From an optimization exercise on the open Yosys and OpenROAD flow, aimed at small area and a short achievable clock period; shortcuts taken in it are not production practice.
Only simulation tests tie the RTL to the original design; equivalence was not proved.
Power and IR drop assume default switching activity.

## onyx
Design param_register_bank, start of the top module:
module param_register_bank #(
    parameter int unsigned DATA_WIDTH = 32,
    parameter int unsigned NUM_REGS   = 16,
    parameter int unsigned SEL_WIDTH  = 5,
    parameter int unsigned OUT_REG    = 1,
    parameter int unsigned SATURATE   = 0
) (
    input  logic                  clk_i,
    input  logic                  rst_i,
    input  logic [DATA_WIDTH-1:0] data_i,
    input  logic [NUM_REGS-1:0]   reg_sel_i,
    input  logic [2:0]            fun_sel_i,
    input  logic [SEL_WIDTH-1:0]  out_a_sel_i,
    input  logic [SEL_WIDTH-1:0]  out_b_sel_i,
    output logic [DATA_WIDTH-1:0] out_a_o,
    output logic [DATA_WIDTH-1:0] out_b_o,
    output logic [NUM_REGS-1:0]   valid_mask_o,
    output logic                  wrap_pulse_o
);
For scale: ~6700 cells after synthesis, ~140 I/O pins, ~0.052 sq mm of cells after synthesis.
Settings: LEC_CHECK=0, CAP_MARGIN=20, CORE_MARGIN=2, CORE_UTILIZATION=45, CTS_CLUSTER_DIAMETER=60, CTS_CLUSTER_SIZE=30, PLACE_DENSITY=0.6, SETUP_SLACK_MARGIN=3.5, SLEW_MARGIN=20, SYNTH_HIERARCHICAL=1, TNS_END_PERCENT=25; clock period 6.0 ns.
standard.sh (not shown) runs the stock make flow with config.mk's settings and CLKGATE_MAP_FILE= SYNTH_SCRIPT=/design/flow/synth_recipe.tcl, a recipe that flattens the netlist after the stock synthesis.
==> flow/flow/run.sh <==
#!/bin/bash
# Layout flow: the standard ORFS flow (standard.sh) in two calls with extra don't-use cells.
# - Synthesis also avoids the logic cells above drive strength 1 (dont_use_synth.txt), so
#   that the netlist starts small and the repair steps upsize only what timing needs.
# - Port buffers are buf_4 rather than the smallest buffer.
# - Every step avoids the slow wide OR/NOR and delay cells; dont_use.txt lists the
#   platform's own don't-use cells followed by the added ones.
# make's full output goes to flow_synth.log and flow_make.log; each ORFS step keeps its own
# log under orfs/logs/.
set -euo pipefail
here="$(cd "$(dirname "${BASH_SOURCE[0]}")" && pwd)"
dont_use="$(tr '\n' ' ' < "$here/dont_use.txt")"
dont_use_synth="$dont_use $(tr '\n' ' ' < "$here/dont_use_synth.txt")"
bash standard.sh "DONT_USE_CELLS=$dont_use_synth" synth > flow_synth.log 2>&1
bash standard.sh "DONT_USE_CELLS=$dont_use" "BUFFER_PORTS_ARGS=-buffer_cell sky130_fd_sc_hd__buf_4" finish > flow_make.log 2>&1
Other scripts of this flow, unchanged in this note and not shown: flow/flow/dont_use.txt, flow/flow/dont_use_synth.txt
The flow did not stop early for onyx: all stages ran, and the layout cleared the timing, design-rule and antenna checks.
The inputs of harbor differ from those of onyx as listed below.
- changing TNS_END_PERCENT from 25 to 5
==> run summary <==
For onyx, the capturing instance or port of the critical path was out_a_q[13], unlike harbor, where it was out_b_q[23]. The synthesis-to-layout area growth in harbor sits 8.8 points below the value recorded for onyx. Number of cells on the critical path (harbor over onyx): increase, 1. | clock power | lower: onyx |.
--- input diff harbor..quartz ---
- SETUP_SLACK_MARGIN now 4.0, was 3.5
Net switching power figure (quartz vs. harbor) increases slightly. quartz vs. harbor: final-layout non-clock buffer area share went up by 0.86 points. Via count was higher in quartz than in harbor. For total routing usage reported by global routing, harbor and quartz come out practically identical. Maximum number of pins on one net before global-route repair: quartz vs harbor identical. The first-iteration DRC count was comparable across quartz and harbor. Utilization after layout for quartz: 0.96 points up relative to harbor. Number of diodes, quartz and harbor, higher one = quartz. Re delay of the slowest critical-path stage: harbor was lower than quartz. Via count of the first global-routing pass delta (quartz -> harbor): insignificant. In the metrics for quartz and harbor, the one carrying the lower static leakage power is harbor.
### quartz -> xenon
- SETUP_SLACK_MARGIN: 4.0 -> 3.0
[summary]
- xenon: PASS, flow complete, no timing, DRC or antenna violations
- Per the comparison of xenon with quartz, final wirelength moved down, via count moved down, final worst slack moved down.

== v12 ==
param_register_bank, a different RTL version from the one above (not shown whole).
Size: ~6200 cells after synthesis, roughly 49000 um2 of cells after synthesis.
clock: 6.0 ns
lec_check: 0
cap_margin: 20
core_margin: 2
core_utilization: 50
place_density: 0.65
setup_slack_margin: 3.0
slew_margin: 20
synth_hierarchical: 1
tns_end_percent: 5
Scripts as last shown in full above: flow/flow/run.sh
Other scripts of this flow, unchanged in this note and not shown: flow/flow/dont_use.txt, flow/flow/dont_use_synth.txt
Setup changes, v12 to v42
-- flow/config.mk --
<<< v12, line 9
export CORE_MARGIN = 2
export CORE_UTILIZATION = 50
export PLACE_DENSITY = 0.65
export SETUP_SLACK_MARGIN = 3.0
>>> v42, line 9
export CORE_MARGIN = 2
export CORE_UTILIZATION = 55
export PLACE_DENSITY = 0.7
export SETUP_SLACK_MARGIN = 3.0
[summary]
Compared with v12, v42 has less setup slack. The non-clock buffer area fraction after layout on v42 is in line with that on v12. Against v12, v42 comes in 3.2 points higher on met3 demand-to-capacity share in global routing.
Inputs modified between v42 and v29:
-- flow/config.mk --
<<< v42, line 9
export CORE_MARGIN = 2
export CORE_UTILIZATION = 55
export PLACE_DENSITY = 0.7
export SETUP_SLACK_MARGIN = 3.0
>>> v29, line 9
export CORE_MARGIN = 2
export CORE_UTILIZATION = 45
export PLACE_DENSITY = 0.6
export SETUP_SLACK_MARGIN = 3.0
### Flow results
- Per the comparison of v29 with v42, worst setup slack now larger; die outline height rose by about 10%; sequential power went up; upper clock frequency limit picked up an extra about 0.5%; number of well taps climbed 249.
- | worst-case headroom to the max-slew limit | v29 vs v42 | better |
- v29 completed; timing, DRC and antenna clean
- Launching element of the worst setup path = g_quarter[2].u_sel_b.q_o[0]: v42; launching element of the worst setup path = g_quarter[2].u_sel_a.q_o[12]: v29
- Actual slew at the worst max-slew pin was lower in the run labelled v29.
The following lists how v48 was set up differently from v29:
-- flow/config.mk --
<<< v29, line 9
export CORE_MARGIN = 2
export CORE_UTILIZATION = 45
export PLACE_DENSITY = 0.6
export SETUP_SLACK_MARGIN = 3.0
export SLEW_MARGIN = 20
>>> v48, line 9
export CORE_MARGIN = 2
export CORE_UTILIZATION = 55
export PLACE_DENSITY = 0.7
export SETUP_SLACK_MARGIN = 2.7
export SLEW_MARGIN = 20
--- outcome ---
- Startpoint of the worst setup timing path: g_quarter[2].u_sel_a.q_o[12] -> v29, regs_q[12][8] -> v48
- Compared with v29, v48 shows a well tap count that is 249 lower.
- In v48 the count of non-CTS buffers in the layout turned out 12% lower than in v29.
- v48 does worse than v29 on maximum clock frequency.
- ~same clock power in v29 and v48
- Comparing v29 and v48, the higher routed wire length was measured on v29.

The RTL this note starts from:
==> flow/design.v <==
module param_register_bank_ctl (
    input  logic valid_i,     
    input  logic en_i,        
    input  logic incdec_i,    
    input  logic dec_i,       
    input  logic shift_i,     
    input  logic r0_i,        
    output logic sel_z_o,     
    output logic sel_s_o,     
    output logic sel_f_o,     
    output logic sel_b_o,     
    output logic wrap0_o      
);
    logic idv;
    assign idv     = en_i & valid_i & incdec_i;
    assign sel_z_o = en_i & (~valid_i | ~(incdec_i | shift_i));
    assign sel_s_o = en_i & valid_i & shift_i;
    assign sel_f_o = idv & (r0_i ^ dec_i);
    assign sel_b_o = idv & ~(r0_i ^ dec_i);
    assign wrap0_o = en_i & ~valid_i & incdec_i & dec_i;
endmodule
module param_register_bank_carry #(
    parameter int W = 32
) (
    input  logic [W-1:0] r_i,
    output logic [W:0]   u_o
);
    always_comb begin
        u_o[0] = 1'b1;
        u_o[1] = 1'b1;
        for (int i = 1; i < W; i++) u_o[i+1] = u_o[i] & ~(r_i[i] ^ r_i[i-1]);
    end
endmodule
module param_register_bank_bits #(
    parameter int W = 32
) (
    input  logic [W-1:0] r_i,
    input  logic [W-1:0] u_i,
    input  logic         sel_z_i,
    input  logic         sel_s_i,
    input  logic         sel_f_i,
    input  logic         sel_b_i,
    input  logic [W-1:0] zval_i,      
    output logic [W-1:0] d_o
);
    always_comb begin
        for (int i = 0; i < W; i++) begin
            if (sel_z_i || (sel_s_i && i < 8))
                d_o[i] = zval_i[i];
            else if (sel_s_i)
                d_o[i] = r_i[(i >= 8) ? i - 8 : 0];
            else if (i == 0)
                d_o[i] = r_i[i] ^ (sel_f_i | sel_b_i);
            else
                d_o[i] = r_i[i] ^ (sel_f_i & u_i[i]);
        end
    end
endmodule
module param_register_bank_hit #(
    parameter int N = 16,
    parameter int S = 5
) (
    input  logic [S-1:0] sel_i,
    output logic [N-1:0] hit_o
);
    always_comb begin
        for (int k = 0; k < N; k++) hit_o[k] = (sel_i == S'(k));
    end
endmodule
module param_register_bank_mux #(
    parameter int W = 32,
    parameter int N = 16
) (
    input  logic [N*W-1:0] d_i,      
    input  logic [N-1:0]   hit_i,
    output logic [W-1:0]   q_o
);
    always_comb begin
        q_o = '0;
        for (int k = 0; k < N; k++) q_o = q_o | ({W{hit_i[k]}} & d_i[k*W+:W]);
    end
endmodule
module param_register_bank_pctl #(
    parameter int N = 16
) (
    input  logic [N-1:0] hit_i,
    input  logic [N-1:0] valid_i,    
    input  logic [N-1:0] en_i,       
    input  logic         incdec_i,
    input  logic         dec_i,
    input  logic         shift_i,
    input  logic         r0_i,       
    output logic         p_z_o,      
    output logic         p_s_o,      
    output logic         p_r_o,      
    output logic         p_f_o,      
    output logic         p_b_o       
);
    logic v, e;
    assign v     = |(hit_i & valid_i);
    assign e     = |(hit_i & en_i);
    assign p_z_o = e & (~v | ~(incdec_i | shift_i));
    assign p_s_o = e & v & shift_i;
    assign p_r_o = v & ~(e & ~incdec_i);
    assign p_f_o = e & incdec_i & (r0_i ^ dec_i);
    assign p_b_o = e & incdec_i;
endmodule
module param_register_bank_out #(
    parameter int W = 32
) (
    input  logic [W-1:0] cur_i,      
    input  logic [W-1:0] u_i,        
    input  logic [W-1:0] zval_i,
    input  logic         p_z_i,
    input  logic         p_s_i,
    input  logic         p_r_i,
    input  logic         p_f_i,
    input  logic         p_b_i,
    output logic [W-1:0] q_o
);
    always_comb begin
        for (int i = 0; i < W; i++) begin
            logic rv;
            rv = (i == 0) ? (cur_i[i] ^ p_b_i) : (cur_i[i] ^ (p_f_i & u_i[i]));
            q_o[i] = ((p_z_i || (p_s_i && i < 8)) & zval_i[i])
                   | ((p_s_i && i >= 8) & cur_i[(i >= 8) ? i - 8 : 0])
                   | (p_r_i & rv);
        end
    end
endmodule
module param_register_bank #(
    parameter int unsigned DATA_WIDTH = 32,
    parameter int unsigned NUM_REGS   = 16,
    parameter int unsigned SEL_WIDTH  = 5,
    parameter int unsigned OUT_REG    = 1,
    parameter int unsigned SATURATE   = 0
) (
    input  logic                  clk_i,
    input  logic                  rst_i,
    input  logic [DATA_WIDTH-1:0] data_i,
    input  logic [NUM_REGS-1:0]   reg_sel_i,
    input  logic [2:0]            fun_sel_i,
    input  logic [SEL_WIDTH-1:0]  out_a_sel_i,
    input  logic [SEL_WIDTH-1:0]  out_b_sel_i,
    output logic [DATA_WIDTH-1:0] out_a_o,
    output logic [DATA_WIDTH-1:0] out_b_o,
    output logic [NUM_REGS-1:0]   valid_mask_o,
    output logic                  wrap_pulse_o
);
    localparam int W = DATA_WIDTH;
    localparam int N = NUM_REGS;
    logic [W-1:0]   regs_q [N];    
    logic [N*W-1:0] regs_flat;     
    logic [N*W-1:0] u_flat;        
    logic [N-1:0]   mask_q;        
    logic [N-1:0]   valid;         
    logic [N-1:0]   en;            
    logic [N-1:0]   wrap_hit;
    logic           wrap_q;
    logic [W-1:0]   rd_a, rd_b, out_a_q, out_b_q;
    logic op_dec, op_incdec, op_shift;
    assign op_incdec = (fun_sel_i[2:1] == 2'b00);
    assign op_dec    = ~fun_sel_i[0];
    assign op_shift  = (fun_sel_i == 3'b110);
    logic [W-1:0] zval;
    always_comb begin
        unique case (fun_sel_i)
            3'b000: zval = '1;
            3'b001: zval = W'(1);
            3'b010: zval = data_i;
            3'b011: zval = '0;
            3'b100: zval = W'(data_i[7:0]);
            3'b101: zval = W'(data_i[15:0]);
            3'b110: zval = W'(data_i[7:0]);
            3'b111: zval = W'($signed(data_i[15:0]));
        endcase
    end
    for (genvar k = 0; k < N; k++) begin : g_reg
        logic         sel_z, sel_s, sel_f, sel_b, wrap0;
        logic [W:0]   u;
        logic [W-1:0] d;
        assign valid[k] = mask_q[N-1-k];
        assign en[k]    = reg_sel_i[N-1-k];
        assign regs_flat[k*W+:W] = regs_q[k];
        assign u_flat[k*W+:W]    = u[W-1:0];
        param_register_bank_ctl u_ctl (
            .valid_i(valid[k]), .en_i(en[k]), .incdec_i(op_incdec), .dec_i(op_dec),
            .shift_i(op_shift), .r0_i(regs_q[k][0]), .sel_z_o(sel_z), .sel_s_o(sel_s),
            .sel_f_o(sel_f), .sel_b_o(sel_b), .wrap0_o(wrap0)
        );
        param_register_bank_carry #(.W(W)) u_carry (.r_i(regs_q[k]), .u_o(u));
        param_register_bank_bits #(.W(W)) u_bits (
            .r_i(regs_q[k]), .u_i(u[W-1:0]), .sel_z_i(sel_z), .sel_s_i(sel_s),
            .sel_f_i(sel_f), .sel_b_i(sel_b), .zval_i(zval), .d_o(d)
        );
        assign wrap_hit[k] = (sel_f & u[W]) | wrap0;
        always_ff @(posedge clk_i) regs_q[k] <= d;
    end
    for (genvar p = 0; p < 2; p++) begin : g_port
        logic [N-1:0] hit;
        logic [W-1:0] cur, cur_u, q;
        logic         p_z, p_s, p_r, p_f, p_b;
        param_register_bank_hit #(.N(N), .S(SEL_WIDTH)) u_hit (
            .sel_i(p == 0 ? out_a_sel_i : out_b_sel_i), .hit_o(hit)
        );
        param_register_bank_mux #(.W(W), .N(N)) u_mux_r (.d_i(regs_flat), .hit_i(hit), .q_o(cur));
        param_register_bank_mux #(.W(W), .N(N)) u_mux_u (.d_i(u_flat), .hit_i(hit), .q_o(cur_u));
        param_register_bank_pctl #(.N(N)) u_pctl (
            .hit_i(hit), .valid_i(valid), .en_i(en), .incdec_i(op_incdec), .dec_i(op_dec),
            .shift_i(op_shift), .r0_i(cur[0]), .p_z_o(p_z), .p_s_o(p_s), .p_r_o(p_r),
            .p_f_o(p_f), .p_b_o(p_b)
        );
        param_register_bank_out #(.W(W)) u_out (
            .cur_i(cur), .u_i(cur_u), .zval_i(zval), .p_z_i(p_z), .p_s_i(p_s), .p_r_i(p_r),
            .p_f_i(p_f), .p_b_i(p_b), .q_o(q)
        );
        if (p == 0) begin : g_a
            assign rd_a = q;
        end else begin : g_b
            assign rd_b = q;
        end
    end
    always_ff @(posedge clk_i or posedge rst_i) begin
        if (rst_i) begin
            mask_q  <= '0;
            wrap_q  <= 1'b0;
            out_a_q <= '0;
            out_b_q <= '0;
        end else begin
            mask_q  <= mask_q | reg_sel_i;
            wrap_q  <= |wrap_hit;
            out_a_q <= rd_a;
            out_b_q <= rd_b;
        end
    end
    assign out_a_o      = out_a_q;
    assign out_b_o      = out_b_q;
    assign valid_mask_o = mask_q;
    assign wrap_pulse_o = wrap_q;
endmodule
export LEC_CHECK = 0
export CAP_MARGIN = 20
export CORE_MARGIN = 2
export CORE_UTILIZATION = 45
export CTS_CLUSTER_DIAMETER = 60
export CTS_CLUSTER_SIZE = 30
export PLACE_DENSITY = 0.6
export SETUP_SLACK_MARGIN = 3.5
export SLEW_MARGIN = 20
export SYNTH_HIERARCHICAL = 1
export TNS_END_PERCENT = 5
create_clock -name core_clock -period 6.0 [get_ports {clk_i}]
==> flow/flow/run.sh <==
#!/bin/bash
# Layout flow: the standard ORFS flow (standard.sh) with extra don't-use cells, so that
# synthesis and repair avoid the slow wide OR/NOR and delay cells. dont_use.txt lists the
# platform's own don't-use cells followed by the added ones. make's full output goes to
# flow_make.log; each ORFS step keeps its own log under orfs/logs/.
set -euo pipefail
here="$(cd "$(dirname "${BASH_SOURCE[0]}")" && pwd)"
dont_use="$(tr '\n' ' ' < "$here/dont_use.txt")"
bash standard.sh "DONT_USE_CELLS=$dont_use" finish > flow_make.log 2>&1
Other scripts of this flow, unchanged in this note and not shown: flow/flow/dont_use.txt
Then changed:
CORE_UTILIZATION = 55   (was 45)
PLACE_DENSITY = 0.7   (was 0.6)
SETUP_SLACK_MARGIN = 3.0   (was 3.5)
TNS_END_PERCENT = unset   (was 5)
What happened: Die area goes down by 18%; first-iteration DRC count goes down by 2.6%; wire length goes down by about 13%; non-clock buffer count goes down by 91; maximum frequency goes down by 4.5%; global-route usage goes up by 2.7 points.

static timing again, ports no longer ideal:
Ports are ideal in the flow. The routed layouts listed here were re-timed in OpenROAD.
Step 1 (the two cells are an assumption about what drives the block):
set clk [get_ports {clk_i}]
set_driving_cell -lib_cell sky130_fd_sc_hd__clkbuf_16 $clk
set_driving_cell -lib_cell sky130_fd_sc_hd__buf_2 [delete_from_list [all_inputs] $clk]
Step 2 moves the port delays by t, midway between the first and last clock arrival at a register: inputs arrive t later, outputs are due t later. That takes back most of the time a late clock gives input paths.
a / b / c = no drivers / after step 1 / after step 2; a / b = the first two.
| run | t (ns) | setup WS [ns] | hold WS [ns] | worst setup path after step 2 | clock arrival spread, ns |
|---|---|---|---|---|---|
| onyx | 0.796 | 2.975 / 2.792 / 1.996 | 0.563 / 0.502 / 0.568 | input to register | 0.035 / 0.034 |
| harbor | 0.777 | 2.901 / 2.809 / 2.032 | 0.577 / 0.557 / 0.577 | input to register | 0.030 / 0.030 |
| quartz | 0.778 | 2.874 / 2.792 / 2.013 | 0.587 / 0.554 / 0.587 | input to register | 0.031 / 0.031 |
| xenon | 0.778 | 2.718 / 2.562 / 1.784 | 0.597 / 0.557 / 0.597 | input to register | 0.028 / 0.028 |
| v12 | 0.708 | 2.749 / 2.682 / 2.162 | 0.631 / 0.631 / 0.631 | input to register | 0.028 / 0.029 |
| v42 | 0.689 | 2.717 / 2.652 / 2.217 | 0.626 / 0.626 / 0.626 | input to register | 0.035 / 0.034 |
| v29 | 0.714 | 2.733 / 2.657 / 2.077 | 0.625 / 0.625 / 0.625 | input to register | 0.026 / 0.027 |
| v48 | 0.694 | 2.475 / 2.410 / 2.044 | 0.629 / 0.629 / 0.629 | input to register | 0.026 / 0.026 |
| the first run of note 3 | 0.805 | 2.950 / 2.809 / 2.004 | 0.564 / 0.564 / 0.564 | input to register | 0.040 / 0.040 |
| the second run of note 3 | 0.793 | 2.807 / 2.625 / 1.832 | 0.586 / 0.584 / 0.586 | input to register | 0.055 / 0.055 |
After both steps setup and hold are still met in every run listed. The setup slack of onyx, which loses most, moves by -0.183 ns with the drivers and by -0.979 ns with both steps.
